This design comes from an exercise in tuning for small area, a short achievable clock period and few clock cycles on the open sky130 flow, not from production work.
RTL that was checked went through simulation tests only; none was proved equivalent to the original.
Only the layout flow was run in run 5; the RTL was not checked for function there.
No activity file was given, so power comes from the tool's default toggle rates.

### design/flow/design.v
package aesKeyPkg;
    localparam int wordWidth = 32;
    localparam int keyWidth = 128;
    localparam int addrWidth = 12;
    localparam int numRounds = 10;
    localparam int numWords = 44;
    typedef logic [3:0] roundIdxT;
    typedef logic [5:0] wordIdxT;
    localparam logic [8*numRounds-1:0] rconTable = {
        8'h01,
        8'h02,
        8'h04,
        8'h08,
        8'h10,
        8'h20,
        8'h40,
        8'h80,
        8'h1b,
        8'h36
    };
    typedef logic [keyWidth-1:0] roundKeyT;
    localparam logic [addrWidth-1:0] keyAddr0 = 12'h000;
    localparam logic [addrWidth-1:0] keyAddr1 = 12'h004;
    localparam logic [addrWidth-1:0] keyAddr2 = 12'h008;
    localparam logic [addrWidth-1:0] keyAddr3 = 12'h00c;
    localparam logic [addrWidth-1:0] ctrlAddr = 12'h010;
    localparam logic [addrWidth-1:0] statusAddr = 12'h014;
    localparam logic [addrWidth-1:0] roundKeyBase = 12'h100;
endpackage
`timescale 1ns/1ns
module aesSboxTop (input logic [7:0] in, output logic [21:0] mid);
    logic U0, U1, U2, U3, U4, U5, U6, U7;
    logic T1, T2, T3, T4, T5, T6, T7, T8, T9, T10, T11, T12, T13, T14, T15, T16, T17, T18, T19, T20, T21, T22, T23, T24, T25, T26, T27, M1, M2, M3, M4, M5, M6, M7, M8, M9, M10, M11, M12, M13, M14, M15, M16, M17, M18, M19, M20, M21, M22, M23;
    assign U0 = in[7];
    assign U1 = in[6];
    assign U2 = in[5];
    assign U3 = in[4];
    assign U4 = in[3];
    assign U5 = in[2];
    assign U6 = in[1];
    assign U7 = in[0];
    assign T1 = U0 ^ U3;
    assign T2 = U0 ^ U5;
    assign T3 = U0 ^ U6;
    assign T4 = U3 ^ U5;
    assign T5 = U4 ^ U6;
    assign T6 = T1 ^ T5;
    assign T7 = U1 ^ U2;
    assign T8 = U7 ^ T6;
    assign T9 = U7 ^ T7;
    assign T10 = T6 ^ T7;
    assign T11 = U1 ^ U5;
    assign T12 = U2 ^ U5;
    assign T13 = T3 ^ T4;
    assign T14 = T6 ^ T11;
    assign T15 = T5 ^ T11;
    assign T16 = T5 ^ T12;
    assign T17 = T9 ^ T16;
    assign T18 = U3 ^ U7;
    assign T19 = T7 ^ T18;
    assign T20 = T1 ^ T19;
    assign T21 = U6 ^ U7;
    assign T22 = T7 ^ T21;
    assign T23 = T2 ^ T22;
    assign T24 = T2 ^ T10;
    assign T25 = T20 ^ T17;
    assign T26 = T3 ^ T16;
    assign T27 = T1 ^ T12;
    assign M1 = T13 & T6;
    assign M2 = T23 & T8;
    assign M3 = T14 ^ M1;
    assign M4 = T19 & U7;
    assign M5 = M4 ^ M1;
    assign M6 = T3 & T16;
    assign M7 = T22 & T9;
    assign M8 = T26 ^ M6;
    assign M9 = T20 & T17;
    assign M10 = M9 ^ M6;
    assign M11 = T1 & T15;
    assign M12 = T4 & T27;
    assign M13 = M12 ^ M11;
    assign M14 = T2 & T10;
    assign M15 = M14 ^ M11;
    assign M16 = M3 ^ M2;
    assign M17 = M5 ^ T24;
    assign M18 = M8 ^ M7;
    assign M19 = M10 ^ M15;
    assign M20 = M16 ^ M13;
    assign M21 = M17 ^ M15;
    assign M22 = M18 ^ M13;
    assign M23 = M19 ^ T25;
    assign mid = {M20, M21, M22, M23, T1, T2, T3, T4, T6, T8, T9, T10, T13, T15, T16, T17, T19, T20, T22, T23, T27, U7};
endmodule
module aesSboxBot (input logic [21:0] mid, output logic [7:0] out);
    logic M20, M21, M22, M23, T1, T2, T3, T4, T6, T8, T9, T10, T13, T15, T16, T17, T19, T20, T22, T23, T27, U7;
    logic M24, M25, M26, M27, M28, M29, M30, M31, M32, M33, M34, M35, M36, M37, M38, M39, M40, M41, M42, M43, M44, M45, M46, M47, M48, M49, M50, M51, M52, M53, M54, M55, M56, M57, M58, M59, M60, M61, M62, M63, L0, L1, L2, L3, L4, L5, L6, L7, L8, L9, L10, L11, L12, L13, L14, L15, L16, L17, L18, L19, L20, L21, L22, L23, L24, L25, L26, L27, L28, L29;
    logic S0, S1, S2, S3, S4, S5, S6, S7;
    assign {M20, M21, M22, M23, T1, T2, T3, T4, T6, T8, T9, T10, T13, T15, T16, T17, T19, T20, T22, T23, T27, U7} = mid;
    assign M24 = M22 ^ M23;
    assign M25 = M22 & M20;
    assign M26 = M21 ^ M25;
    assign M27 = M20 ^ M21;
    assign M28 = M23 ^ M25;
    assign M29 = M28 & M27;
    assign M30 = M26 & M24;
    assign M31 = M20 & M23;
    assign M32 = M27 & M31;
    assign M33 = M27 ^ M25;
    assign M34 = M21 & M22;
    assign M35 = M24 & M34;
    assign M36 = M24 ^ M25;
    assign M37 = M21 ^ M29;
    assign M38 = M32 ^ M33;
    assign M39 = M23 ^ M30;
    assign M40 = M35 ^ M36;
    assign M41 = M38 ^ M40;
    assign M42 = M37 ^ M39;
    assign M43 = M37 ^ M38;
    assign M44 = M39 ^ M40;
    assign M45 = M42 ^ M41;
    assign M46 = M44 & T6;
    assign M47 = M40 & T8;
    assign M48 = M39 & U7;
    assign M49 = M43 & T16;
    assign M50 = M38 & T9;
    assign M51 = M37 & T17;
    assign M52 = M42 & T15;
    assign M53 = M45 & T27;
    assign M54 = M41 & T10;
    assign M55 = M44 & T13;
    assign M56 = M40 & T23;
    assign M57 = M39 & T19;
    assign M58 = M43 & T3;
    assign M59 = M38 & T22;
    assign M60 = M37 & T20;
    assign M61 = M42 & T1;
    assign M62 = M45 & T4;
    assign M63 = M41 & T2;
    assign L0 = M61 ^ M62;
    assign L1 = M50 ^ M56;
    assign L2 = M46 ^ M48;
    assign L3 = M47 ^ M55;
    assign L4 = M54 ^ M58;
    assign L5 = M49 ^ M61;
    assign L6 = M62 ^ L5;
    assign L7 = M46 ^ L3;
    assign L8 = M51 ^ M59;
    assign L9 = M52 ^ M53;
    assign L10 = M53 ^ L4;
    assign L11 = M60 ^ L2;
    assign L12 = M48 ^ M51;
    assign L13 = M50 ^ L0;
    assign L14 = M52 ^ M61;
    assign L15 = M55 ^ L1;
    assign L16 = M56 ^ L0;
    assign L17 = M57 ^ L1;
    assign L18 = M58 ^ L8;
    assign L19 = M63 ^ L4;
    assign L20 = L0 ^ L1;
    assign L21 = L1 ^ L7;
    assign L22 = L3 ^ L12;
    assign L23 = L18 ^ L2;
    assign L24 = L15 ^ L9;
    assign L25 = L6 ^ L10;
    assign L26 = L7 ^ L9;
    assign L27 = L8 ^ L10;
    assign L28 = L11 ^ L14;
    assign L29 = L11 ^ L17;
    assign S0 = L6 ^ L24;
    assign S1 = ~(L16 ^ L26);
    assign S2 = ~(L19 ^ L28);
    assign S3 = L6 ^ L21;
    assign S4 = L20 ^ L22;
    assign S5 = L25 ^ L29;
    assign S6 = ~(L13 ^ L27);
    assign S7 = ~(L6 ^ L23);
    assign out[7] = S0;
    assign out[6] = S1;
    assign out[5] = S2;
    assign out[4] = S3;
    assign out[3] = S4;
    assign out[2] = S5;
    assign out[1] = S6;
    assign out[0] = S7;
endmodule
`timescale 1ns/1ns
module roundKeyGen (
    input  logic [31:0] newW0,
    input  logic [31:0] w1,
    input  logic [31:0] w2,
    input  logic [31:0] w3,
    input  logic [31:0] tword,
    input  logic        down,
    output logic [31:0] n1,
    output logic [31:0] n2,
    output logic [31:0] n3
);
    assign n1 = w1 ^ newW0 ^ (down ? tword : 32'h0);
    assign n2 = w2 ^ (down ? w1 : n1);
    assign n3 = w3 ^ (down ? w2 : n2);
endmodule
`timescale 1ns/1ns
`timescale 1ns/1ns
`timescale 1ns/1ns
`timescale 1ns/1ns
module aesKeyExpansionApb (
    input  logic                 clk,
    input  logic                 reset,
    input  logic                 psel,
    input  logic                 penable,
    input  logic                 pwrite,
    input  logic [aesKeyPkg::addrWidth-1:0] paddr,
    input  logic [aesKeyPkg::wordWidth-1:0] pwdata,
    output logic [aesKeyPkg::wordWidth-1:0] prdata,
    output logic                 pready,
    output logic                 pslverr
);
    logic       setup;
    logic       isKey;
    logic       isCtrl;
    logic       isStatus;
    logic       isRk;
    logic       rkPage;
    logic       rkValid;
    logic       rkRead;
    logic       errIn;
    logic [3:0] tgtIn;
    assign setup = psel & ~penable;
    assign isKey = (paddr[11:4] == 8'h00) & (paddr[1:0] == 2'b00);
    assign isCtrl = (paddr == aesKeyPkg::ctrlAddr);
    assign isStatus = (paddr == aesKeyPkg::statusAddr);
    assign isRk = (paddr[11:8] != 4'h0);
    assign rkPage = (paddr[11:8] == 4'h1);
    assign tgtIn = paddr[7:4];
    assign rkValid = rkPage & (tgtIn <= 4'd10);
    assign rkRead = ~pwrite & rkValid;
    assign errIn = ~(isKey | isCtrl | isStatus | isRk) | (~pwrite & isRk & ~rkValid);
    logic [31:0] key0, key1, key2, key3;   
    logic [31:0] w0, w1, w2, w3;           
    logic [31:0] n1, n2, n3;
    logic [3:0]  cur;                      
    logic [3:0]  nbr;                      
    logic        down;                     
    logic        half;                     
    logic [3:0]  tgt;                      
    logic        done;
    logic [2:0]  tcnt;                     
    logic [31:0] tword;
    logic        readyReg;
    logic        errReg;
    logic [3:0]  keyWr;                    
    logic        startPend;                
    logic [31:0] rdata;                    
    logic       tval;
    logic       waiting;
    logic       wantDown;
    logic       stepSetup;
    logic       stepWait;
    logic       flip;
    logic       stepA;
    logic       newDown;
    assign tval = (tcnt == 3'd6);
    assign waiting = ~readyReg;
    assign wantDown = (tgt < cur);
    assign stepSetup = setup & ~pwrite & rkPage & (paddr[3:2] == 2'd0) & (tgtIn == nbr) & tval;
    assign stepWait = waiting & ~half & tval & (wantDown == down);
    assign flip = waiting & ~half & (wantDown != down);
    assign stepA = stepSetup | stepWait;
    assign newDown = (nbr == 4'd10) ? 1'b1 : (nbr == 4'd0) ? 1'b0 : down;
    always_ff @(posedge clk) begin
        if (reset) begin
            cur <= 4'd0;
            nbr <= 4'd1;
            down <= 1'b0;
            half <= 1'b0;
            done <= 1'b0;
            readyReg <= 1'b1;
            tcnt <= 3'd0;
            keyWr <= 4'd0;
            startPend <= 1'b0;
        end else begin
            if (startPend) begin
                cur <= 4'd0;
                nbr <= 4'd1;
                down <= 1'b0;
                half <= 1'b0;
                done <= 1'b1;
            end else if (half) begin
                half <= 1'b0;
                cur <= nbr;
                down <= newDown;
                nbr <= newDown ? nbr - 4'd1 : nbr + 4'd1;
            end else if (stepA) begin
                half <= 1'b1;
            end else if (flip) begin
                down <= ~down;
                nbr <= down ? cur + 4'd1 : cur - 4'd1;
            end
            if (startPend | half | flip) begin
                tcnt <= 3'd0;
            end else if (~tval) begin
                tcnt <= tcnt + 3'd1;
            end
            if (setup) begin
                readyReg <= ~rkRead | (tgtIn == cur) | stepSetup;
            end else if (waiting) begin
                readyReg <= ~half & (cur == tgt);
            end
            keyWr <= '0;
            startPend <= 1'b0;
            if (setup & pwrite & isKey) begin
                keyWr[paddr[3:2]] <= 1'b1;
            end
            if (setup & pwrite & isCtrl & pwdata[0]) begin
                startPend <= 1'b1;
            end
        end
    end
    always_ff @(posedge clk) begin
        if (setup) begin
            tgt <= tgtIn;
            errReg <= errIn;
        end
    end
    always_ff @(posedge clk) begin
        if (keyWr[0]) key0 <= pwdata;
        if (keyWr[1]) key1 <= pwdata;
        if (keyWr[2]) key2 <= pwdata;
        if (keyWr[3]) key3 <= pwdata;
    end
    roundKeyGen keyGen (
        .newW0 (w0),
        .w1    (w1),
        .w2    (w2),
        .w3    (w3),
        .tword (tword),
        .down  (down),
        .n1    (n1),
        .n2    (n2),
        .n3    (n3)
    );
    logic        ld;
    logic        st0;
    logic        hold0;
    logic        st;
    logic        hold;
    assign ld = startPend;
    assign st0 = ~startPend & stepA;
    assign hold0 = ~startPend & ~stepA;
    assign st = ~startPend & half;
    assign hold = ~startPend & ~half;
    always_ff @(posedge clk) begin
        w0 <= ({32{hold0}} & w0) | ({32{ld}} & key0) | ({32{st0}} & w0Step);
        w1 <= ({32{hold}} & w1) | ({32{ld}} & key1) | ({32{st}} & n1);
        w2 <= ({32{hold}} & w2) | ({32{ld}} & key2) | ({32{st}} & n2);
        w3 <= ({32{hold}} & w3) | ({32{ld}} & key3) | ({32{st}} & n3);
    end
    logic [7:0]  sboxIn;
    logic [7:0]  sboxInReg;
    logic [21:0] sboxMid;
    logic [21:0] sboxMidReg;
    logic [7:0]  sboxOut;
    logic [3:0]  rconIdx;
    logic [7:0]  rcon;
    logic [7:0]  byte3;
    logic [7:0]  byte2;
    always_comb begin
        case (tcnt[1:0])
            2'd0: begin byte3 = w3[23:16]; byte2 = w2[23:16]; end
            2'd1: begin byte3 = w3[15:8]; byte2 = w2[15:8]; end
            2'd2: begin byte3 = w3[7:0]; byte2 = w2[7:0]; end
            default: begin byte3 = w3[31:24]; byte2 = w2[31:24]; end
        endcase
    end
    assign sboxIn = byte3 ^ (byte2 & {8{down}});
    always_ff @(posedge clk) begin
        sboxInReg <= sboxIn;
    end
    aesSboxTop sboxTop (
        .in  (sboxInReg),
        .mid (sboxMid)
    );
    always_ff @(posedge clk) begin
        sboxMidReg <= sboxMid;
    end
    aesSboxBot sboxBot (
        .mid (sboxMidReg),
        .out (sboxOut)
    );
    assign rconIdx = down ? cur : nbr;
    always_comb begin
        case (rconIdx)
            4'd1: rcon = 8'h01;
            4'd2: rcon = 8'h02;
            4'd3: rcon = 8'h04;
            4'd4: rcon = 8'h08;
            4'd5: rcon = 8'h10;
            4'd6: rcon = 8'h20;
            4'd7: rcon = 8'h40;
            4'd8: rcon = 8'h80;
            4'd9: rcon = 8'h1b;
            4'd10: rcon = 8'h36;
            default: rcon = 8'h00;
        endcase
    end
    always_ff @(posedge clk) begin
        case (tcnt)
            3'd2: tword[31:24] <= sboxOut ^ rcon;
            3'd3: tword[23:16] <= sboxOut;
            3'd4: tword[15:8] <= sboxOut;
            3'd5: tword[7:0] <= sboxOut;
            default: ;
        endcase
    end
    logic        same;
    logic [3:0]  wordIs;
    logic [31:0] w0Step;
    logic [31:0] rdataNext;
    assign same = (tgtIn == cur);
    assign wordIs = 4'b0001 << paddr[3:2];
    assign w0Step = w0 ^ tword;
    always_comb begin
        rdataNext = {30'h0, ~paddr[8] & paddr[4] & paddr[2] & done, 1'b0};
        if (paddr[8]) begin
            rdataNext = rdataNext | ({32{wordIs[0] & same}} & w0) |
                        ({32{wordIs[0] & ~same}} & w0Step) |
                        ({32{wordIs[1]}} & w1) | ({32{wordIs[2]}} & w2) |
                        ({32{wordIs[3]}} & w3);
        end else if (~paddr[4]) begin
            rdataNext = rdataNext | ({32{wordIs[0]}} & key0) | ({32{wordIs[1]}} & key1) |
                        ({32{wordIs[2]}} & key2) | ({32{wordIs[3]}} & key3);
        end
    end
    always_ff @(posedge clk) begin
        rdata <= rdataNext;
    end
    assign prdata = rdata;
    assign pready = readyReg;
    assign pslverr = errReg;
endmodule
### design/flow/flow/run.sh
#!/bin/bash
# Layout flow: the standard ORFS flow (standard.sh, with the standard
# synthesis unchanged and the settings of config.mk), except that the port
# buffers every input and output gets are the plain buffer named in
# flow/port_buffer.txt. The full make output goes to flow_make.log here.
set -euo pipefail
BUF=$(cat flow/port_buffer.txt)
bash standard.sh "BUFFER_PORTS_ARGS=-buffer_cell $BUF" finish > flow_make.log 2>&1
### design/flow/flow/port_buffer.txt
sky130_fd_sc_hd__buf_1
### design/flow/standard.sh
#!/bin/bash
# synth_recipe.tcl (not shown) runs the flow's synth.tcl, then flattens the netlist and writes it again
# the make line also repeats each setting of config.mk as NAME=value (left out here)
make -C /OpenROAD-flow-scripts/flow DESIGN_CONFIG=/design/flow/config.mk WORK_HOME=/design/flow/orfs CLKGATE_MAP_FILE= SYNTH_SCRIPT=/design/flow/synth_recipe.tcl "${@:-finish}"
### design/flow/config.mk
export PLATFORM = sky130hd
export DESIGN_NAME = aesKeyExpansionApb
export DESIGN_NICKNAME = aesKeyExpansionApb
export VERILOG_FILES = /design/flow/design.v
export SDC_FILE = /design/flow/constraint.sdc
export NUM_CORES = 4
export LEC_CHECK = 0
export ABC_AREA = 1
export CAP_MARGIN = 20
export CORE_MARGIN = 2
export CORE_UTILIZATION = 55
export CTS_BUF_LIST = sky130_fd_sc_hd__clkbuf_8
export CTS_CLUSTER_DIAMETER = 60
export CTS_CLUSTER_SIZE = 16
export PLACE_DENSITY = 0.66
export SETUP_SLACK_MARGIN = 5.0
export SLEW_MARGIN = 20
### design/flow/constraint.sdc
create_clock -name core_clock -period 8.0 [get_ports {clk}]
set_input_delay 1.6000 -clock core_clock [delete_from_list [all_inputs] [get_ports {clk}]]
set_output_delay 1.6000 -clock core_clock [all_outputs]
set_load 0.01 [all_outputs]
==> flow_metrics.py, run 1 <==
metrics = {
    "pwr": {
        "swShare": 0.409,
        "p_comb_frac": 0.384,
        "power_density_nw_per_um2": 299,
        "clkPwrFrac": 0.217,
        "leakage_nw": 8.31,
        "power_frac_seq": 0.398,
        "peakVddDrop_mv": 0.436,
        "power_switching_mw": 2.48,
        "p_int_mw": 3.59,
    },
    "timing": {
        "finalSetupViolCount": 0,
        "slew-limit-headroom": 0.235,
        "holdWs_ns": 0.484,
        "rsz0062_at_grt": "no",
        "drv_slew": 0,
        "post-route-period-util": 0.361,
        "tns_ns": 0,
        "worst_pin_slew_ns": 1.15,
        "fmax_ghz": 0.346,
        "finalHoldViolCount": 0,
        "finClkSkew_ns": 0.0418,
        "period_needed_ns": 2.89,
    },
    "drt": {
        "wl_um": 56800,
        "drt_iter0_drc": 1674,
        "wl_per_cell_um": 21.2,
        "viasPerCell": 5.93,
        "ant_nets": 0,
        "vias": 15900,
        "drc": 0,
        "drt_pass1_iterations": 6,
    },
    "worst_setup_path": {
        "cp.arrival_ns": 3.39,
        "startpoint": "paddr[3]",
        "regToRegEndpoint": "w3[19]",
        "rr_worst_depth": 8,
        "critPathKind": "input port to register",
        "critPathLaunchType": "input port",
        "reg2reg_from": "startPend",
        "crit_required_ns": 8.51,
        "cp-end-kind": "register",
        "critPathMaxFanout": 35,
        "reg2reg_slack_ns": 5.33,
    },
    "cts": {
        "root_buffer": "clkbuf_8",
        "htree_levels": 2,
        "clockBufferDepth": 3,
        "cts_sinks": 375,
        "numCtsBuffers": 35,
        "path_clk_slew_ns": 0.10,
        "tritoncts": "yes",
        "hold_buffers": 0,
        "clk_latency_ns": 0.59,
    },
    "synth": {
        "synth_top_area_frac": 0.264,
        "synth_seq_cells": 375,
        "async_flop_share": 0,
        "ys_types": 44,
        "synth_ff_type": "dfxtp_1",
        "synth.area.top_cells": "edfxtp_1 26%, dfxtp_1 22%, nand2_1 7.3%",
        "synthMostInstantiatedCell": "nand2_1",
        "synth_edf_count": 165,
        "synthesis.area_um2": 18700,
        "ys_warn_count": 1,
        "seq_area_frac_synth": 0.489,
        "syn_nets": 2236,
        "yosysTopAreaCell": "edfxtp_1",
        "syn_avg_cell_area_um2": 8.65,
        "syn-instance-count": 2167,
        "synth.top_cells.by_count": "364 x nand2_1, 277 x inv_1, 210 x dfxtp_1",
    },
    "cells_and_area": {
        "fin_nets": 2279,
        "post-route-cell-area_um2": 20300,
        "drive_above_1_share": 0.0564,
        "area_growth_pct": 8.47,
    },
    "placed_design": {
        "post-dp-hpwl_um": 35300,
        "port-buffer-count": 82,
        "place_area_um2": 19400,
        "gpl.final_weighted_congestion": 0.903,
    },
    "global_route": {
        "grtUsageTotal": 0.315,
        "grt_pass1_wl_um": 86500,
        "antenna_found_initial": 3,
        "grt_pass1_vias": 15100,
        "grt_max_degree": 83,
        "grt_overflow": 0,
    },
    "floorplanning": {
        "io_pins": 83,
        "placementRows": 67,
        "start_util": 0.559,
        "coreArea_um2": 33500,
        "die_h_um": 189,
        "die_x_um": 189,
        "die_area_um2": 35600,
    },
    "status": {
        "status": "finished clean",
    },
    "flow_run": {
        "drv_cap": 0,
    },
    "hold_path": {
        "hold_depth": 2,
        "holdCritStartpoint": "done",
        "hold_class": "register to register",
        "holdPathEnd": "done",
    },
}
==> power by group through the flow <==
| stage | Combinational (mW) | Clock (mW) | Sequential (mW) |
|---|---|---|---|
| global route | 2.60 | 1.41 | 2.43 |
| finish | 2.34 | 1.32 | 2.42 |
| detailed placement | 2.29 | 0 | 2.46 |
| floorplan | 1.62 | 0 | 2.42 |
| CTS | 2.31 | 1.33 | 2.42 |
| global placement | 2.24 | 0 | 2.46 |
==> registers in the layout, summed over array words and instances, names as in the netlist, 8 cells and up <==
name and cells:
key0 32, key1 32, key2 32, key3 32, rdata 32, sboxInReg 8, sboxMidReg 22, tword 32
w0 32, w1 32, w2 32, w3 32
==> area by class of cell <==
type,instances,area (µm²)
Clock buffer,39,537
Clock inverter,23,256
Inverter,286,1080
Fill cell,2951,13200
Multi-Input combinational cell,1414,8240
Tap cell,448,561
Antenna cell,1,2.50
Sequential cell,375,9180
Timing Repair Buffer,98,469
==> worst max path at each step <==
stage,to,slack [ns],cells past startpoint
after global placement,rdata[31],4.11,8
after floorplan,w0[10],5.03,12
after global routing,down,5.02,12
after detailed placement,rdata[31],4.08,8
after CTS,w3[17],5.00,8
final,rdata[30],5.11,8
==> logic make-up after synthesis <==
kind of cell | after synthesis | share of synthesized area
DFF | 375 | 0.489
xor gates and xnor gates | 212 | 0.103
buffers and inverters | 378 | 0.0758
AOI/OAI and AO/OA | 523 | 0.172
adders and majority gates | 20 | 0.0142
and+or+nand+nor | 659 | 0.146
==> critical path: stages <==
cell	delay, ns
buf_2	0.18
nor2_4	0.14
buf_4	0.57
nand3_1	0.25
buf_12	0.25
o21ai_0	0.15
o21ai_0	0.09
o21ai_0	0.12
==> timing repair <==
| item | 4_1_cts | 5_1_grt |
|---|---|---|
| gates resized for setup | 11 | 8 |
| endpoints found under the setup margin | 146 | 146 |
| buffers inserted | 0 | 1 |
==> stage by stage <==
step                cells  setup WS (ns)  utilization  power (mW)
floorplan            2167           5.03            -        4.04
global placement     2620           4.11        0.579        4.70
CTS                  2682           5.00        0.604        6.06
global route         2683           5.02        0.606        6.43
finish               2684           5.11        0.606        6.08
detailed placement   2620           4.08        0.579        4.75
==> per-layer routing <==
layer  vias to the layer above  GRT usage  part of all wire
met3                       148     0.0577             0.093
met2                       797      0.518              0.47
met4                         2      0.128             0.040
met5                         -          0           0.00023
met1                      7536      0.412              0.40
li1                       7424          -                 -
==> cells in the final DEF (no fill, tap or decap), drive strengths merged, types with 18 or more instances in the layout <==
| master | netlist | routed |
|---|---|---|
| nand2 | 374 | 374 |
| inv | 283 | 293 |
| o21ai | 210 | 210 |
| dfxtp | 210 | 210 |
| nor2 | 184 | 184 |
| edfxtp | 165 | 165 |
| xnor2 | 152 | 152 |
| buf | 9 | 96 |
| o22ai | 78 | 78 |
| a21oi | 67 | 67 |
| a22oi | 66 | 66 |
| xor2 | 60 | 60 |
| nand3 | 49 | 49 |
| clkbuf | 83 | 41 |
| a221oi | 32 | 32 |
| o211ai | 32 | 32 |
| nor4 | 30 | 30 |
| o221ai | 25 | 25 |
| ha | 18 | 18 |
Testbench counts, summed over its fixed seeds: cycles 18,048.
==> inputs of run 2 (changes only) <==
--- a/design/flow/design.v
+++ b/design/flow/design.v
@@ -244,3 +244,2 @@
     logic        half;                     
-    logic [3:0]  tgt;                      
     logic        done;
@@ -263,3 +262,3 @@
     assign waiting = ~readyReg;
-    assign wantDown = (tgt < cur);
+    assign wantDown = (tgtIn < cur);
     assign stepSetup = setup & ~pwrite & rkPage & (paddr[3:2] == 2'd0) & (tgtIn == nbr) & tval;
@@ -306,3 +305,3 @@
             end else if (waiting) begin
-                readyReg <= ~half & (cur == tgt);
+                readyReg <= ~half & (cur == tgtIn);
             end
@@ -320,3 +319,2 @@
         if (setup) begin
-            tgt <= tgtIn;
             errReg <= errIn;
==> design/flow/flow/run.sh (replaced) <==
#!/bin/bash
# Layout flow: the standard ORFS flow (standard.sh, with the standard
# synthesis unchanged and the settings of config.mk), except that the port
# buffers every input and output gets are the plain buffer named in
# flow/port_buffer.txt, and timing repair aims for the setup margin in
# flow/margin.txt. The full make output goes to flow_make.log here.
set -euo pipefail
BUF=$(cat flow/port_buffer.txt)
MARGIN=$(cat flow/margin.txt)
bash standard.sh "BUFFER_PORTS_ARGS=-buffer_cell $BUF" "SETUP_SLACK_MARGIN=$MARGIN" finish > flow_make.log 2>&1
==> design/flow/flow/margin.txt (new file) <==
5.3
--- a/design/flow/config.mk
+++ b/design/flow/config.mk
@@ -7,6 +7,5 @@
 export LEC_CHECK = 0
-export ABC_AREA = 1
 export CAP_MARGIN = 20
 export CORE_MARGIN = 2
-export CORE_UTILIZATION = 55
+export CORE_UTILIZATION = 40
 export CTS_BUF_LIST = sky130_fd_sc_hd__clkbuf_8
@@ -14,4 +13,2 @@
 export CTS_CLUSTER_SIZE = 16
-export PLACE_DENSITY = 0.66
-export SETUP_SLACK_MARGIN = 5.0
 export SLEW_MARGIN = 20
==> run 2 against run 1 <==
Clock power shrank 6%. Utilization shrank 13 points. Routed wire length shrank 3.3%. Clock skew shrank 0.0074 ns. Global-route usage shrank 10 points. Register-to-register slack lost 0.08 ns. Synthesized cell count shrank 17%. Die area grew 42%. Critical path type unchanged. Critical endpoint is now w0[24]. Highest routed layer unchanged.
==> flow_metrics.py, run 2 <==
metrics = {
    "status": {
        "status": "finished clean",
    },
    "cts": {
        "hold_buffers": 0,
        "path_clk_slew_ns": 0.09,
        "cts_sinks": 371,
        "tritoncts": "yes",
        "root_buffer": "clkbuf_8",
        "numCtsBuffers": 34,
        "htree_levels": 2,
        "clk_latency_ns": 0.63,
        "clockBufferDepth": 3,
    },
    "worst_setup_path": {
        "crit_required_ns": 8.47,
        "reg2reg_slack_ns": 5.25,
        "reg2reg_from": "sboxMidReg[21]",
        "rr_worst_depth": 8,
        "critPathKind": "input port to register",
        "critPathLaunchType": "input port",
        "startpoint": "paddr[6]",
        "regToRegEndpoint": "tword[26]",
        "critPathMaxFanout": 5,
        "cp-end-kind": "register",
        "cp.arrival_ns": 3.37,
    },
    "timing": {
        "rsz0062_at_grt": "yes",
        "finalHoldViolCount": 0,
        "tns_ns": 0,
        "fmax_ghz": 0.345,
        "period_needed_ns": 2.90,
        "worst_pin_slew_ns": 1.04,
        "post-route-period-util": 0.362,
        "slew-limit-headroom": 0.307,
        "finClkSkew_ns": 0.0343,
        "finalSetupViolCount": 0,
        "drv_slew": 0,
    },
    "drt": {
        "drc": 0,
        "wl_per_cell_um": 22.1,
        "drt_iter0_drc": 1189,
        "wl_um": 54900,
        "viasPerCell": 5.52,
        "vias": 13700,
        "ant_nets": 0,
        "drt_pass1_iterations": 8,
    },
    "synth": {
        "synthesis.area_um2": 19500,
        "syn_nets": 1873,
        "synth.area.top_cells": "edfxtp_1 25%, dfxtp_1 22%, xnor2_1 12%",
        "ys_warn_count": 1,
        "seq_area_frac_synth": 0.463,
        "synth_top_area_frac": 0.248,
        "syn_avg_cell_area_um2": 10.8,
        "synthMostInstantiatedCell": "nand2_1",
        "yosysTopAreaCell": "edfxtp_1",
        "syn-instance-count": 1804,
        "synth_seq_cells": 371,
        "async_flop_share": 0,
        "synth_edf_count": 161,
        "ys_types": 66,
        "synth.top_cells.by_count": "350 x nand2_1, 267 x xnor2_1, 210 x dfxtp_1",
        "synth_ff_type": "dfxtp_1",
    },
    "hold_path": {
        "hold_class": "register to register",
        "holdPathEnd": "done",
        "holdCritStartpoint": "done",
        "hold_depth": 2,
    },
    "global_route": {
        "antenna_found_initial": 1,
        "grt_overflow": 0,
        "grtUsageTotal": 0.214,
        "grt_max_degree": 82,
        "grt_pass1_vias": 13600,
        "grt_pass1_wl_um": 81400,
    },
    "cells_and_area": {
        "fin_cells": 2485,
        "final_common_cell": "nand2_1",
        "area_growth_pct": 16.7,
        "drive_above_1_share": 0.258,
        "post-route-cell-area_um2": 22800,
        "diodes": 0,
        "fin_util": 0.475,
        "most-common-layout-cells": "285 x nand2_1, 264 x xnor2_1, 172 x dfxtp_1",
        "fin_nets": 1914,
    },
    "floorplanning": {
        "io_pins": 83,
        "die_h_um": 225,
        "start_util": 0.407,
        "die_area_um2": 50500,
        "die_x_um": 225,
        "placementRows": 80,
        "coreArea_um2": 47900,
    },
    "placed_design": {
        "port-buffer-count": 82,
        "post-dp-hpwl_um": 33000,
        "dp_cells": 2380,
        "gpl.final_weighted_congestion": 0.822,
        "place_area_um2": 20400,
    },
    "flow_run": {
        "drv_cap": 0,
    },
    "pwr": {
        "leakage_nw": 8.17,
        "peakVddDrop_mv": 0.0797,
        "power_density_nw_per_um2": 152,
    },
}
## run 2: cell types whose count changed in the layout (fill, tap and decap cells not counted), sizes merged, moves of 67 or more
cell / before / now
nor2: 184 / 38
mux2: 0 / 105
o21ai: 210 / 54
o22ai: 78 / 11
xnor2: 152 / 267
inv: 293 / 38
## run 2: area by class of cell
class                           count  area (µm²)
Clock buffer                       38         523
Clock inverter                     23         201
Fill cell                        4280       25200
Inverter                           26         110
Multi-Input combinational cell   1262       10500
Sequential cell                   371        9110
Tap cell                          615         769
Timing Repair Buffer              150        1580
## run 2: worst max path at each step
stage	to	slack, ns
5_1_grt	w0[18]	5.02
3_5_place_dp	rdata[0]	3.90
2_1_floorplan	rdata[24]	4.65
4_1_cts	w0[1]	5.12
6_report	w0[24]	5.10
3_3_place_gp	rdata[24]	3.94
## run 2: layer usage
metal  global-route usage  part of all wire
met4               0.0799             0.030
met5                    0           0.00024
met3               0.0357             0.061
met2                0.336              0.46
met1                0.296              0.45
## run 2: per-stage QoR
| step | hold slack [ns] | total power, mW | worst slack, ns |
|---|---|---|---|
| 6_report | 0.480 | 3.47 | 5.10 |
| 5_1_grt | 0.503 | 3.58 | 5.02 |
| 4_1_cts | 0.483 | 3.49 | 5.12 |
| 3_5_place_dp | 0.458 | 2.23 | 3.90 |
| 3_3_place_gp | 0.455 | 2.22 | 3.94 |
| 2_1_floorplan | 0.431 | 2.16 | 4.65 |
## run 2: worst max-delay path, stage by stage
cell	delay, ns
buf_8	0.10
ha_4	0.21
and4b_1	0.20
a211oi_2	0.22
xnor2_2	0.14
a21o_4	0.29
buf_4	0.15
buf_12	0.14
nand2_4	0.07
xor2_1	0.17
o21ai_1	0.07
## run 2: power breakdown
part	switching (mW)	internal (mW)	total [mW]	leakage, nW
Sequential	0.0220	1.99	2.01	3.14
Combinational	0.114	0.0977	0.212	4.64
Clock	0.717	0.526	1.24	0.394
## run 2: cells by family after synthesis
group / after synthesis / synth area share
and+or+nand+nor: 476 / 0.102
DFF: 371 / 0.463
xor gates and xnor gates: 363 / 0.167
AOI/OAI and AO/OA: 223 / 0.0794
muxes: 180 / 0.140
buffers and inverters: 171 / 0.0345
adders and majority gates: 20 / 0.0136
## run 2: repair_timing
action                     4_1_cts  5_1_grt
buffers inserted                21        9
resized for setup              205       55
gates cloned                     7        7
pin swaps                       46       29
setup endpoints to repair      177      121
Testbench counts of run 2, summed over its fixed seeds: cycles 18,048.
==> inputs of run 3 (changes only) <==
==> design/flow/flow/margin.txt (replaced) <==
5.15
--- a/design/flow/config.mk
+++ b/design/flow/config.mk
@@ -7,2 +7,3 @@
 export LEC_CHECK = 0
+export ABC_AREA = 1
 export CAP_MARGIN = 20
==> run 3 against run 2 <==
Die area down 4.9%. Clock power shrank 8%. Non-clock buffer count shrank 44. Global-route usage up 2.9 points. Maximum frequency up 2.1%. First-iteration DRC count is 16% higher. Cell area is 11% lower. Highest routed layer is now met4.
==> flow_metrics.py, run 3 <==
metrics = {
    "synth": {
        "syn_nets": 2184,
        "synth.top_cells.by_count": "313 x nand2_1, 287 x inv_1, 210 x dfxtp_1",
        "synthesis.area_um2": 18500,
        "ys_types": 43,
        "syn-instance-count": 2115,
        "synth_seq_cells": 371,
        "async_flop_share": 0,
        "yosysTopAreaCell": "edfxtp_1",
        "synth_edf_count": 161,
        "seq_area_frac_synth": 0.488,
        "synthMostInstantiatedCell": "nand2_1",
        "ys_warn_count": 1,
        "synth_top_area_frac": 0.261,
        "synth_ff_type": "dfxtp_1",
        "synth.area.top_cells": "edfxtp_1 26%, dfxtp_1 23%, xnor2_1 7.0%",
        "syn_avg_cell_area_um2": 8.76,
    },
    "hold_path": {
        "hold_class": "register to register",
    },
    "worst_setup_path": {
        "critPathLaunchType": "register",
        "crit_required_ns": 6.40,
        "slowest_delay_ns": 0.42,
        "crit_chain": "clkbuf_2",
        "cp.arrival_ns": 1.24,
        "critical-path-top-delay-family": "flip-flops",
        "cp-end-kind": "primary output",
        "critPathSlowestCell": "edfxtp_1",
        "critPathKind": "register to primary output",
        "critPathMaxFanout": 1,
        "path_buf_inv": 1,
    },
    "pwr": {
        "power_frac_seq": 0.429,
        "peakVddDrop_mv": 0.244,
        "p_comb_frac": 0.363,
        "power_density_nw_per_um2": 271,
        "leakage_nw": 8.17,
        "clkPwrFrac": 0.209,
        "power_switching_mw": 2.23,
        "p_int_mw": 3.25,
        "swShare": 0.407,
    },
    "drt": {
        "vias": 15600,
        "wl_um": 59200,
        "drt_pass1_iterations": 5,
        "ant_nets": 0,
        "dr_wl_met2_um": 26700,
        "drc": 0,
        "wl_per_cell_um": 21.3,
        "drt_iter0_drc": 1379,
        "top_layer": "met4",
        "viasPerCell": 5.61,
        "drt-met1-wl_um": 25200,
        "wl_met3_um": 5220,
    },
    "timing": {
        "finalSetupViolCount": 0,
        "finClkSkew_ns": 0.0367,
        "slew-limit-headroom": 0.305,
        "period_needed_ns": 2.84,
        "finalHoldViolCount": 0,
        "drv_slew": 0,
        "fmax_ghz": 0.352,
        "rsz0062_at_grt": "yes",
        "worst_pin_slew_ns": 1.04,
        "post-route-period-util": 0.355,
        "tns_ns": 0,
    },
    "cts": {
        "tritoncts": "yes",
        "hold_buffers": 0,
        "path_clk_slew_ns": 0.11,
        "htree_levels": 1,
        "clk_latency_ns": 0.68,
        "cts_sinks": 371,
        "numCtsBuffers": 31,
        "clockBufferDepth": 3,
        "root_buffer": "clkbuf_8",
    },
    "global_route": {
        "grt_max_degree": 86,
        "grtUsageTotal": 0.243,
        "grt_pass1_wl_um": 88800,
        "grt_pass1_vias": 15100,
        "grt_overflow": 0,
        "antenna_found_initial": 3,
    },
    "floorplanning": {
        "io_pins": 83,
        "die_x_um": 219,
        "die_area_um2": 48100,
        "placementRows": 78,
        "coreArea_um2": 45600,
        "die_h_um": 219,
        "start_util": 0.407,
    },
    "cells_and_area": {
        "drive_above_1_share": 0.0669,
        "multi_input_area_um2": 8170,
        "fin_nets": 2229,
        "area_growth_pct": 9.37,
        "nFillCells": 4436,
        "seq_area_um2": 9060,
        "post-route-cell-area_um2": 20300,
        "most-common-layout-cells": "307 x nand2_1, 294 x inv_1, 197 x dfxtp_1",
        "final_common_cell": "nand2_1",
    },
    "flow_run": {
        "drv_cap": 0,
    },
    "placed_design": {
        "port-buffer-count": 82,
        "post-dp-hpwl_um": 37900,
        "place_area_um2": 19400,
        "gpl.final_weighted_congestion": 0.872,
    },
    "status": {
        "status": "finished clean",
    },
}
## run 3: cell count changes after synthesis, moves of 64 or more
cell / before / now
nor2_1: 38 / 147
mux4_2: 64 / 0
a22oi_1: 7 / 88
xnor2_1: 267 / 148
mux2_2: 105 / 0
o21ai_0: 54 / 191
o22ai_1: 11 / 80
inv_1: 26 / 287
## run 3: metrics by stage
stage	hold WS [ns]	worst slack [ns]	power (mW)	std cells	util
floorplan	0.398	5.03	3.65	2115	-
detailed placement	0.495	3.62	4.32	2722	0.427
global placement	0.457	3.76	4.29	2722	0.427
finish	0.515	5.16	5.48	2784	0.445
CTS	0.517	5.14	5.45	2779	0.443
global route	0.532	5.11	5.78	2784	0.445
## run 3: layout make-up
class / count / area share
multi-input combinational: 1358 / 0.403
tap: 600 / 0.0370
sequential: 371 / 0.447
clock inverter: 23 / 0.00908
timing repair buffer: 106 / 0.0257
antenna: 1 / 0.000123
clock buffer: 33 / 0.0224
inverter: 292 / 0.0554
## run 3: cell families (layout without fill, tap and decap cells)
group | count (synthesis) | count (layout) | synth area share
simple gates | 592 | 593 | 0.134
compound gates | 528 | 528 | 0.180
buf+inv | 387 | 454 | 0.0789
flops | 371 | 371 | 0.488
xor+xnor | 217 | 217 | 0.104
fa+ha+maj | 20 | 20 | 0.0143
other cells | 0 | 1 | 0
## run 3: power by group through the flow
stage,Combinational [mW],Clock [mW],Sequential (mW)
6_report,1.99,1.14,2.35
5_1_grt,2.19,1.23,2.36
4_1_cts,1.94,1.16,2.35
3_5_place_dp,1.93,0,2.39
3_3_place_gp,1.90,0,2.39
2_1_floorplan,1.30,0,2.35
## run 3: routing by layer
| metal | global-route usage | vias up |
|---|---|---|
| li1 | - | 7310 |
| met5 | 0 | - |
| met1 | 0.333 | 7443 |
| met3 | 0.0377 | 129 |
| met4 | 0.0854 | 0 |
| met2 | 0.388 | 726 |
## run 3: path summary, 6_finish.rpt
| kind | cells past startpoint | startpoint | endpoint | slack [ns] |
|---|---|---|---|---|
| hold reg to reg | 2 | key3[4] | w3[4] | 0.52 |
| setup reg to reg | 10 | down | nbr[3] | 5.34 |
| hold / removal | 2 | key3[4] | w3[4] | 0.52 |
| setup / recovery | 1 | errReg | pslverr | 5.16 |
## run 3: repair_timing
item / 4_1_cts / 5_1_grt
cloned: 0 / 1
gates resized for setup: 33 / 17
buffers inserted: 1 / 3
endpoints found under the setup margin: 130 / 73
endpoints found under the hold margin: 0 / 0
pin swaps: 1 / 2
==> inputs of run 4 (changes only) <==
--- a/design/flow/design.v
+++ b/design/flow/design.v
@@ -244,2 +244,3 @@
     logic        half;                     
+    logic [3:0]  tgt;                      
     logic        done;
@@ -262,3 +263,3 @@
     assign waiting = ~readyReg;
-    assign wantDown = (tgtIn < cur);
+    assign wantDown = (tgt < cur);
     assign stepSetup = setup & ~pwrite & rkPage & (paddr[3:2] == 2'd0) & (tgtIn == nbr) & tval;
@@ -305,3 +306,3 @@
             end else if (waiting) begin
-                readyReg <= ~half & (cur == tgtIn);
+                readyReg <= ~half & (cur == tgt);
             end
@@ -319,2 +320,3 @@
         if (setup) begin
+            tgt <= tgtIn;
             errReg <= errIn;
==> design/flow/flow/margin.txt (replaced) <==
5.25
--- a/design/flow/config.mk
+++ b/design/flow/config.mk
@@ -10,3 +10,3 @@
 export CORE_MARGIN = 2
-export CORE_UTILIZATION = 40
+export CORE_UTILIZATION = 55
 export CTS_BUF_LIST = sky130_fd_sc_hd__clkbuf_8
@@ -14,2 +14,3 @@
 export CTS_CLUSTER_SIZE = 16
+export PLACE_DENSITY = 0.66
 export SLEW_MARGIN = 20
==> run 4 against run 3 <==
Still clean. Clock skew decreased by 0.0079 ns. Die area fell by 26%. Final cell count down 3.4%. Maximum frequency rose by 3.0%. Cell area is 1.2% higher. Register-to-register slack gained 0.10 ns. Combinational power up 26%. First-iteration DRC count is 29% higher. Sequential share of layout area grew 0.11 points. Critical path depth did not move. Clock power about the same. Global-route usage is 7.8 points higher. Highest routed layer is now met5.
==> flow_metrics.py, run 4 <==
metrics = {
    "drt": {
        "drc": 0,
        "wl_per_cell_um": 21.7,
        "wl_um": 58500,
        "vias": 16100,
        "ant_nets": 0,
        "viasPerCell": 5.97,
        "drt_iter0_drc": 1774,
        "drt_pass1_iterations": 5,
    },
    "timing": {
        "finClkSkew_ns": 0.0288,
        "drv_slew": 0,
        "rsz0062_at_grt": "yes",
        "period_needed_ns": 2.76,
        "fmax_ghz": 0.363,
        "finalHoldViolCount": 0,
        "holdWs_ns": 0.491,
        "tns_ns": 0,
        "worst_pin_slew_ns": 1.14,
        "post-route-period-util": 0.345,
        "slew-limit-headroom": 0.241,
        "finalSetupViolCount": 0,
    },
    "worst_setup_path": {
        "crit_cells": 1,
        "path_buf_inv": 1,
        "rr_worst_depth": 9,
        "slowest_delay_ns": 0.38,
        "endpoint": "pslverr",
        "critical-path-top-delay-family": "flip-flops",
        "critPathMaxFanout": 1,
        "crit_required_ns": 6.40,
        "reg2reg_slack_ns": 5.44,
        "reg2reg_from": "sboxInReg[5]",
        "cp-end-kind": "primary output",
        "cp.arrival_ns": 1.16,
        "critPathKind": "register to primary output",
        "critPathSlowestCell": "edfxtp_1",
        "crit_chain": "clkbuf_2",
        "critPathLaunchType": "register",
        "startpoint": "errReg",
        "regToRegEndpoint": "sboxMidReg[18]",
    },
    "pwr": {
        "clkPwrFrac": 0.189,
        "swShare": 0.426,
        "power_frac_seq": 0.398,
        "power_density_nw_per_um2": 296,
        "leakage_nw": 8.48,
        "p_int_mw": 3.48,
        "power_switching_mw": 2.59,
        "peakVddDrop_mv": 0.448,
        "p_comb_frac": 0.413,
    },
    "cts": {
        "htree_levels": 1,
        "tritoncts": "yes",
        "cts_sinks": 375,
        "clockBufferDepth": 3,
        "path_clk_slew_ns": 0.10,
        "clk_latency_ns": 0.65,
        "root_buffer": "clkbuf_8",
        "numCtsBuffers": 31,
    },
    "synth": {
        "synth.area.mux_share": 0,
        "synth_seq_cells": 375,
        "synth.area.top_cells": "edfxtp_1 26%, dfxtp_1 22%, nand2_1 7.3%",
        "synthSimpleGateAreaFrac": 0.146,
        "syn_nets": 2236,
        "synth_top_family_by_area": "compound AO/OA/AOI/OAI gates",
        "synth_edf_count": 165,
        "synth_ff_type": "dfxtp_1",
        "syn_avg_cell_area_um2": 8.65,
        "syn-instance-count": 2167,
        "synthMostInstantiatedCell": "nand2_1",
        "synthesis.area_um2": 18700,
        "ys_warn_count": 1,
        "async_flop_share": 0,
        "synth_top_area_frac": 0.264,
        "yosysTopAreaCell": "edfxtp_1",
        "synth_compound_area_frac": 0.172,
        "seq_area_frac_synth": 0.489,
        "synth.top_cells.by_count": "364 x nand2_1, 277 x inv_1, 210 x dfxtp_1",
        "synth_xor_area_frac": 0.103,
        "synthAdderAreaFrac": 0.0142,
        "ys_types": 44,
    },
    "floorplanning": {
        "placementRows": 67,
        "start_util": 0.559,
        "die_area_um2": 35600,
        "die_x_um": 189,
        "coreArea_um2": 33500,
        "io_pins": 83,
        "die_h_um": 189,
    },
    "cells_and_area": {
        "drive_above_1_share": 0.0803,
        "nFillCells": 2937,
        "multi_input_area_um2": 8310,
        "diodes": 0,
        "seq_area_um2": 9190,
        "most-common-layout-cells": "355 x nand2_1, 283 x inv_1, 207 x o21ai_0",
        "final_common_cell": "nand2_1",
        "post-route-cell-area_um2": 20500,
        "area_growth_pct": 9.44,
        "fin_nets": 2286,
    },
    "placed_design": {
        "post-dp-hpwl_um": 35300,
        "port-buffer-count": 82,
        "gpl.final_weighted_congestion": 0.915,
        "place_area_um2": 19400,
    },
    "global_route": {
        "grt_pass1_vias": 15300,
        "grt_max_degree": 87,
        "antenna_found_initial": 3,
        "grt_pass1_wl_um": 87400,
        "grtUsageTotal": 0.321,
        "grt_overflow": 0,
    },
    "flow_run": {
        "drv_cap": 0,
    },
    "status": {
        "status": "finished clean",
    },
    "hold_path": {
        "hold_class": "register to register",
    },
}
run 4: cell types whose count changed after synthesis, sizes merged, moves of 7 or more:
| cell | delta |
|---|---|
| o21ai | +16 |
| o211ai | +31 |
| nor4 | +9 |
| o31ai | -12 |
| nand3 | -20 |
| buf | -7 |
| a22oi | -22 |
| o221ai | -24 |
| nand2 | +48 |
| nor2 | +33 |
run 4: worst min path at each step:
stage,startpoint,endpoint,cells after the start
detailed placement,sboxInReg[0],sboxMidReg[0],0
global placement,sboxInReg[0],sboxMidReg[0],0
floorplan,sboxInReg[0],sboxMidReg[0],0
global route,key0[1],w0[1],2
finish,done,done,2
CTS,key0[1],w0[1],2
run 4: cells by family (layout without fill, tap and decap cells):
family,Yosys count,after routing
AOI/OAI and AO/OA,523,523
DFF,375,375
xor gates and xnor gates,212,212
and+or+nand+nor,659,660
adders and majority gates,20,20
buffers and inverters,378,451
run 4: timing repair:
item | CTS | global route
pin swaps | 0 | 4
endpoints found under the setup margin | 106 | 103
gates resized for setup | 53 | 37
setup buffers | 1 | 9
hold buffers | 0 | 0
cloned | 1 | 2
run 4: power by group through the flow:
stage	sequential [mW]	combinational, mW	clock (mW)
4_1_cts	2.41	2.43	1.16
5_1_grt	2.43	2.77	1.23
2_1_floorplan	2.42	1.62	0
6_report	2.42	2.51	1.14
3_3_place_gp	2.46	2.35	0
3_5_place_dp	2.45	2.40	0
run 4: final cells by class:
class / count / area share
timing repair buffer: 108 / 0.0340
multi-input combinational: 1415 / 0.405
inverter: 286 / 0.0539
clock inverter: 24 / 0.00927
tap: 448 / 0.0273
sequential: 375 / 0.448
clock buffer: 33 / 0.0221
run 4: per-layer routing:
layer / global-route usage / wire (µm) / vias to the layer above
li1: - / - / 7440
met2: 0.530 / 27100 / 825
met3: 0.0406 / 5390 / 157
met5: 0 / 13 / -
met4: 0.116 / 2280 / 2
met1: 0.435 / 23700 / 7629
run 4: per-stage QoR:
step | cells | utilization | setup WS [ns] | total power, mW
2_1_floorplan | 2167 | - | 5.24 | 4.04
3_3_place_gp | 2619 | 0.580 | 4.03 | 4.81
3_5_place_dp | 2619 | 0.580 | 3.91 | 4.85
4_1_cts | 2678 | 0.605 | 5.22 | 5.99
5_1_grt | 2689 | 0.612 | 5.20 | 6.42
6_report | 2689 | 0.612 | 5.24 | 6.07
Testbench counts of run 4, summed over its fixed seeds: cycles 18,048.
==> inputs of run 5 (changes only) <==
--- a/design/flow/design.v
+++ b/design/flow/design.v
@@ -292,4 +292,2 @@
                 nbr <= newDown ? nbr - 4'd1 : nbr + 4'd1;
-            end else if (stepA) begin
-                half <= 1'b1;
             end else if (flip) begin
@@ -297,2 +295,4 @@
                 nbr <= down ? cur + 4'd1 : cur - 4'd1;
+            end else if (stepA) begin
+                half <= 1'b1;
             end
==> design/flow/flow/margin.txt (replaced) <==
5.15
==> run 5 against run 4 <==
Highest routed layer unchanged. Routed wire length shrank 5.1%. Clock power grew 7%. Die area down 0.47%. Sequential power is 3% lower. Critical path type is now input port to register.
==> flow_metrics.py, run 5 <==
metrics = {
    "status": {
        "status": "finished clean",
    },
    "synth": {
        "synthSimpleGateAreaFrac": 0.130,
        "ys_types": 43,
        "seq_area_frac_synth": 0.491,
        "synth_ff_type": "dfxtp_1",
        "synth.top_cells.by_count": "302 x nand2_1, 283 x inv_1, 210 x dfxtp_1",
        "async_flop_share": 0,
        "synthAdderAreaFrac": 0.0142,
        "synthMostInstantiatedCell": "nand2_1",
        "syn_avg_cell_area_um2": 8.81,
        "synth_top_family_by_area": "compound AO/OA/AOI/OAI gates",
        "synth_xor_area_frac": 0.105,
        "synth.area.mux_share": 0,
        "synth_top_area_frac": 0.266,
        "synth_seq_cells": 375,
        "synth_edf_count": 165,
        "synth_compound_area_frac": 0.182,
        "syn-instance-count": 2118,
        "synthesis.area_um2": 18600,
        "yosysTopAreaCell": "edfxtp_1",
        "ys_warn_count": 1,
        "syn_nets": 2187,
        "synth.area.top_cells": "edfxtp_1 27%, dfxtp_1 23%, xnor2_1 7.3%",
    },
    "drt": {
        "drt_pass1_iterations": 6,
        "vias": 15700,
        "wl_um": 55500,
        "drc": 0,
        "ant_nets": 0,
        "wl_per_cell_um": 21.0,
        "drt_iter0_drc": 1755,
        "viasPerCell": 5.96,
    },
    "global_route": {
        "grt_max_degree": 79,
        "grt_pass1_vias": 14700,
        "grt_pass1_wl_um": 85100,
        "grtUsageTotal": 0.310,
        "antenna_found_initial": 1,
        "grt_overflow": 0,
    },
    "pwr": {
        "leakage_nw": 8.15,
        "peakVddDrop_mv": 0.191,
        "power_density_nw_per_um2": 254,
    },
    "worst_setup_path": {
        "critical-path-top-delay-family": "buffers and inverters",
        "cp-end-kind": "register",
        "slowest_delay_ns": 0.40,
        "reg2reg_slack_ns": 5.31,
        "cp.arrival_ns": 3.20,
        "crit_required_ns": 8.42,
        "crit_chain": "clkbuf_2 -> inv_1 -> nor2_2 -> inv_6 -> buf_8 -> nor2_1 -> nor4_1 -> o22ai_1",
        "path_buf_inv": 4,
        "rr_worst_depth": 12,
        "reg2reg_from": "cur[1]",
        "critPathMaxFanout": 39,
        "critPathKind": "input port to register",
        "startpoint": "paddr[2]",
        "regToRegEndpoint": "w0[11]",
        "critPathLaunchType": "input port",
        "critPathSlowestCell": "nor4_1",
    },
    "cells_and_area": {
        "diodes": 0,
        "nFillCells": 2890,
        "most-common-layout-cells": "300 x nand2_1, 293 x inv_1, 204 x dfxtp_1",
        "area_growth_pct": 8.10,
        "fin_cells": 2637,
        "final_common_cell": "nand2_1",
        "drive_above_1_share": 0.0557,
        "fin_nets": 2232,
    },
    "timing": {
        "tns_ns": 0,
        "rsz0062_at_grt": "no",
        "period_needed_ns": 2.78,
        "drv_slew": 0,
        "post-route-period-util": 0.347,
        "fmax_ghz": 0.360,
        "worst_pin_slew_ns": 1.01,
        "slew-limit-headroom": 0.326,
        "finalSetupViolCount": 0,
        "finClkSkew_ns": 0.0221,
        "finalHoldViolCount": 0,
    },
    "cts": {
        "clk_latency_ns": 0.56,
        "numCtsBuffers": 34,
        "root_buffer": "clkbuf_8",
        "hold_buffers": 0,
        "htree_levels": 2,
        "tritoncts": "yes",
        "path_clk_slew_ns": 0.10,
        "clockBufferDepth": 3,
        "cts_sinks": 375,
    },
    "placed_design": {
        "gpl.final_weighted_congestion": 0.911,
        "post-dp-hpwl_um": 36100,
        "dp_cells": 2573,
        "port-buffer-count": 82,
    },
    "floorplanning": {
        "io_pins": 83,
        "die_area_um2": 35400,
        "placementRows": 67,
        "die_x_um": 188,
        "coreArea_um2": 33400,
        "start_util": 0.558,
        "die_h_um": 188,
    },
    "hold_path": {
        "hold_class": "register to register",
        "holdPathEnd": "sboxMidReg[0]",
        "hold_depth": 0,
        "holdCritStartpoint": "sboxInReg[0]",
    },
    "flow_run": {
        "drv_cap": 0,
    },
}
run 5: cell count changes after synthesis, sizes merged, moves of 16 or more:
cell    before  now
a22oi       66   88
nand2      374  317
nand3       49   65
nor2       184  161
o211ai      32    2
o21ai      210  193
o221ai      25   46
run 5: metal layers:
metal  up-vias  global-route usage  share of wire
li1       7346                   -              -
met4         2               0.106          0.033
met1      7410               0.447           0.43
met5         -                   0        0.00023
met3       130              0.0408          0.094
met2       824               0.483           0.44
run 5: area by class of cell:
cell class                 count  area [µm²]  share of cell area
sequential                   375        9170               0.455
multi-input combinational   1358        8090               0.401
inverter                     291        1100              0.0548
tap                          448         561              0.0278
clock buffer                  38         523              0.0259
timing repair buffer         103         515              0.0256
clock inverter                24         198             0.00981
run 5: report_power, final:
group          total (mW)  switching (mW)  internal, mW
logic                1.57            1.09         0.474
clock network        1.22           0.698         0.524
registers            2.34           0.122          2.22
run 5: cell families (layout without fill, tap and decap cells):
family                     after synthesis  after routing
DFF                                    375            375
buffers and inverters                  385            456
adders and majority gates               20             20
xor gates and xnor gates               220            220
AOI/OAI and AO/OA                      537            537
and+or+nand+nor                        581            581
run 5: worst max-delay path by stage:
stage	end	slack [ns]	cells past startpoint
finish	rdata[15]	5.22	8
global route	rdata[1]	5.15	8
CTS	rdata[31]	5.11	9
detailed placement	rdata[31]	4.09	6
global placement	rdata[31]	4.15	6
floorplan	w0[21]	5.15	9
run 5: what timing repair did:
item                                    4_1_cts  5_1_grt
endpoints found under the hold margin         0        0
buffers inserted                              0        2
endpoints found under the setup margin       70       96
resized for setup                            14       16
run 5: per-stage QoR:
| stage | hold WS, ns | power (mW) | setup WS (ns) | util | cell area [µm²] |
|---|---|---|---|---|---|
| finish | 0.501 | 5.13 | 5.22 | 0.603 | 20200 |
| floorplan | 0.362 | 3.43 | 5.15 | - | 18700 |
| CTS | 0.477 | 5.13 | 5.11 | 0.600 | 20100 |
| global route | 0.517 | 5.41 | 5.15 | 0.603 | 20200 |
| global placement | 0.444 | 3.89 | 4.15 | 0.578 | 19300 |
| detailed placement | 0.439 | 3.92 | 4.09 | 0.578 | 19300 |
==> inputs of run 6 (changes only) <==
--- a/design/flow/design.v
+++ b/design/flow/design.v
@@ -292,2 +292,4 @@
                 nbr <= newDown ? nbr - 4'd1 : nbr + 4'd1;
+            end else if (stepA) begin
+                half <= 1'b1;
             end else if (flip) begin
@@ -295,4 +297,2 @@
                 nbr <= down ? cur + 4'd1 : cur - 4'd1;
-            end else if (stepA) begin
-                half <= 1'b1;
             end
--- a/design/flow/config.mk
+++ b/design/flow/config.mk
@@ -14,2 +14,3 @@
 export CTS_CLUSTER_SIZE = 16
+export GPL_ROUTABILITY_DRIVEN = 0
 export PLACE_DENSITY = 0.66
==> run 6 against run 5 <==
Still clean on timing, DRC and antenna. Synthesized cell count rose by 2.3%. Routed wire length is 2.8% higher. Flip-flop and latch count unchanged. Critical endpoint is now rdata[29]. Largest cell class unchanged.
==> flow_metrics.py, run 6 <==
metrics = {
    "synth": {
        "syn_avg_cell_area_um2": 8.65,
        "synthMostInstantiatedCell": "nand2_1",
        "synth_compound_area_frac": 0.172,
        "synth_seq_cells": 375,
        "seq_area_frac_synth": 0.489,
        "synthSimpleGateAreaFrac": 0.146,
        "synth_edf_count": 165,
        "synth_ff_type": "dfxtp_1",
        "synth.area.mux_share": 0,
        "synth.area.top_cells": "edfxtp_1 26%, dfxtp_1 22%, nand2_1 7.3%",
        "yosysTopAreaCell": "edfxtp_1",
        "synthesis.area_um2": 18700,
        "ys_warn_count": 1,
        "synth_xor_area_frac": 0.103,
        "syn_nets": 2236,
        "synth_top_family_by_area": "compound AO/OA/AOI/OAI gates",
        "syn-instance-count": 2167,
        "synthAdderAreaFrac": 0.0142,
        "synth_top_area_frac": 0.264,
        "async_flop_share": 0,
        "synth.top_cells.by_count": "364 x nand2_1, 277 x inv_1, 210 x dfxtp_1",
        "ys_types": 44,
    },
    "global_route": {
        "met3_usage": 0.0441,
        "grt_busiest_layer": "met2",
        "grt_overflow": 0,
        "antenna_found_initial": 2,
        "grt_pass1_vias": 15300,
        "grt_max_degree": 86,
        "grt_pass1_wl_um": 86500,
        "grtUsageMet2": 0.528,
        "use_met1": 0.423,
        "grtUsageTotal": 0.316,
    },
    "pwr": {
        "leakage_nw": 8.29,
        "power_density_nw_per_um2": 296,
        "p_int_mw": 3.45,
        "total_power_mw": 5.98,
        "swShare": 0.424,
        "clkPwrFrac": 0.190,
        "p_comb_frac": 0.406,
        "peakVddDrop_mv": 0.649,
        "power_frac_seq": 0.404,
        "power_switching_mw": 2.53,
    },
    "cts": {
        "clk_latency_ns": 0.57,
        "clockBufferDepth": 3,
        "root_buffer": "clkbuf_8",
        "path_clk_slew_ns": 0.10,
        "hold_buffers": 0,
        "numCtsBuffers": 34,
        "tritoncts": "yes",
        "cts_sinks": 375,
        "htree_levels": 2,
    },
    "timing": {
        "post-route-period-util": 0.347,
        "slew-limit-headroom": 0.224,
        "holdWs_ns": 0.465,
        "rsz0062_at_grt": "yes",
        "period_needed_ns": 2.77,
        "layout_setup_ws_ns": 5.23,
        "finClkSkew_ns": 0.0357,
        "worst_pin_slew_ns": 1.16,
        "fmax_ghz": 0.361,
        "tns_ns": 0,
        "drv_slew": 0,
        "finalSetupViolCount": 0,
        "finalHoldViolCount": 0,
    },
    "drt": {
        "ant_nets": 0,
        "wl_per_cell_um": 21.2,
        "viasPerCell": 5.89,
        "vias": 15800,
        "drc": 0,
        "drt_iter0_drc": 1650,
        "drt_pass1_iterations": 5,
        "wl_um": 57000,
    },
    "floorplanning": {
        "die_area_um2": 35600,
        "io_pins": 83,
        "start_util": 0.559,
        "coreArea_um2": 33500,
        "placementRows": 67,
        "die_x_um": 189,
        "die_h_um": 189,
    },
    "placed_design": {
        "dp_cells": 2621,
        "port-buffer-count": 82,
        "post-dp-hpwl_um": 36100,
        "pre_cts_slack_ns": 4.30,
    },
    "cells_and_area": {
        "most-common-layout-cells": "358 x nand2_1, 283 x inv_1, 207 x o21ai_0",
        "area_growth_pct": 7.95,
        "fin_nets": 2285,
        "fin_cells": 2689,
        "final_common_cell": "nand2_1",
        "nFillCells": 3039,
        "drive_above_1_share": 0.0598,
    },
    "worst_setup_path": {
        "critPathLaunchType": "input port",
        "crit_required_ns": 8.43,
        "cp.arrival_ns": 3.20,
        "cp-end-kind": "register",
        "critPathKind": "input port to register",
        "critPathMaxFanout": 16,
    },
    "status": {
        "status": "finished clean",
    },
    "hold_path": {
        "hold_class": "register to register",
    },
    "flow_run": {
        "drv_cap": 0,
    },
}
[run 6: cells by family (layout without fill, tap and decap cells)]
group | after synthesis | in the layout
AO/OA/AOI/OAI | 523 | 523
XOR/XNOR | 212 | 212
adder cells (fa/ha/maj) | 20 | 20
buffers and inverters | 378 | 449
flip-flops | 375 | 375
other | 0 | 2
AND/OR/NAND/NOR | 659 | 660
[run 6: path summary, 6_finish.rpt]
path                      from        endpoint  slack, ns  cells after the start
setup / recovery      paddr[7]       rdata[29]       5.23                      8
hold / removal    sboxInReg[0]   sboxMidReg[0]       0.46                      0
setup reg to reg  sboxInReg[6]  sboxMidReg[18]       5.32                      9
hold reg to reg   sboxInReg[0]   sboxMidReg[0]       0.46                      0
[run 6: repair_timing]
item | CTS | global route
setup buffers | 0 | 6
gates resized for setup | 6 | 14
cloned | 0 | 1
endpoints found under the setup margin | 64 | 91
pin swaps | 0 | 3
[run 6: final cells by class]
type                    count  area (µm²)  area share
flip-flops and latches    375        9180       0.454
clock buffers              37         509      0.0252
repair buffers            104         512      0.0253
diodes                      2        5.00    0.000247
well taps                 448         561      0.0277
multi-input cells        1415        8260       0.408
clock inverters            22         130     0.00643
inverters                 286        1080      0.0534
[run 6: stage by stage]
step,utilization,area [µm²]
floorplan,-,18800
global placement,0.580,19400
detailed placement,0.580,19400
CTS,0.600,20100
global route,0.603,20200
finish,0.603,20200
[run 6: worst max-delay path, stage by stage]
cell and delay [ns]:
buf_1 0.23, nor2_1 0.12, nor3_2 0.26, nand2_2 0.23
nand2_4 0.35, nor2_1 0.08, nor4_1 0.20, o22ai_1 0.11
[run 6: power groups by stage]
| stage | Clock [mW] | Sequential [mW] | Combinational [mW] |
|---|---|---|---|
| 6_report | 1.14 | 2.41 | 2.43 |
| 5_1_grt | 1.22 | 2.42 | 2.67 |
| 4_1_cts | 1.15 | 2.41 | 2.36 |
| 3_5_place_dp | 0 | 2.46 | 2.33 |
| 3_3_place_gp | 0 | 2.46 | 2.30 |
| 2_1_floorplan | 0 | 2.42 | 1.62 |
[run 6: routing by layer]
layer	share of wire	up-vias
met4	0.036	0
met1	0.42	7532
met5	0	-
met2	0.47	715
met3	0.079	143
li1	-	7455
Testbench counts of run 6, summed over its fixed seeds: cycles 18,048.

[static timing again, ports no longer ideal]
The results above use ideal ports. As a check the final layouts listed here were re-extracted and re-timed, cells and wires unchanged.
Step 1 (the two cells are an assumption about what drives the block):
set clk [get_ports {clk}]
set_driving_cell -lib_cell sky130_fd_sc_hd__clkbuf_16 $clk
set_driving_cell -lib_cell sky130_fd_sc_hd__buf_2 [delete_from_list [all_inputs] $clk]
Step 2 moves the port delays by t, midway between the first and last clock arrival at a register: inputs arrive t later, outputs are due t later. That takes back most of the time a late clock gives input paths.
Slacks: ideal / step 1 / step 2; pairs: ideal / step 1.
run	shift t [ns]	slack for setup (ns)	latest minus earliest clock arrival (ns)	slew at the worst register clock pin (ns)	cell pins on the clock port's net
run 1	0.621	5.114 / 5.069 / 4.448	0.042 / 0.042	0.11 / 0.11	1
run 2	0.659	5.102 / 5.109 / 4.451	0.035 / 0.035	0.11 / 0.11	1
run 3	0.712	5.162 / 5.109 / 4.454	0.037 / 0.037	0.11 / 0.11	1
run 4	0.684	5.243 / 5.192 / 4.608	0.030 / 0.030	0.11 / 0.11	1
run 5	0.596	5.224 / 5.203 / 4.627	0.023 / 0.022	0.11 / 0.11	1
run 6	0.604	5.227 / 5.193 / 4.649	0.036 / 0.036	0.11 / 0.11	1
After both steps setup and hold are still met in every run listed. For run 3, which loses most, drivers alone change the setup slack by -0.053 ns; drivers and shift together by -0.708 ns.
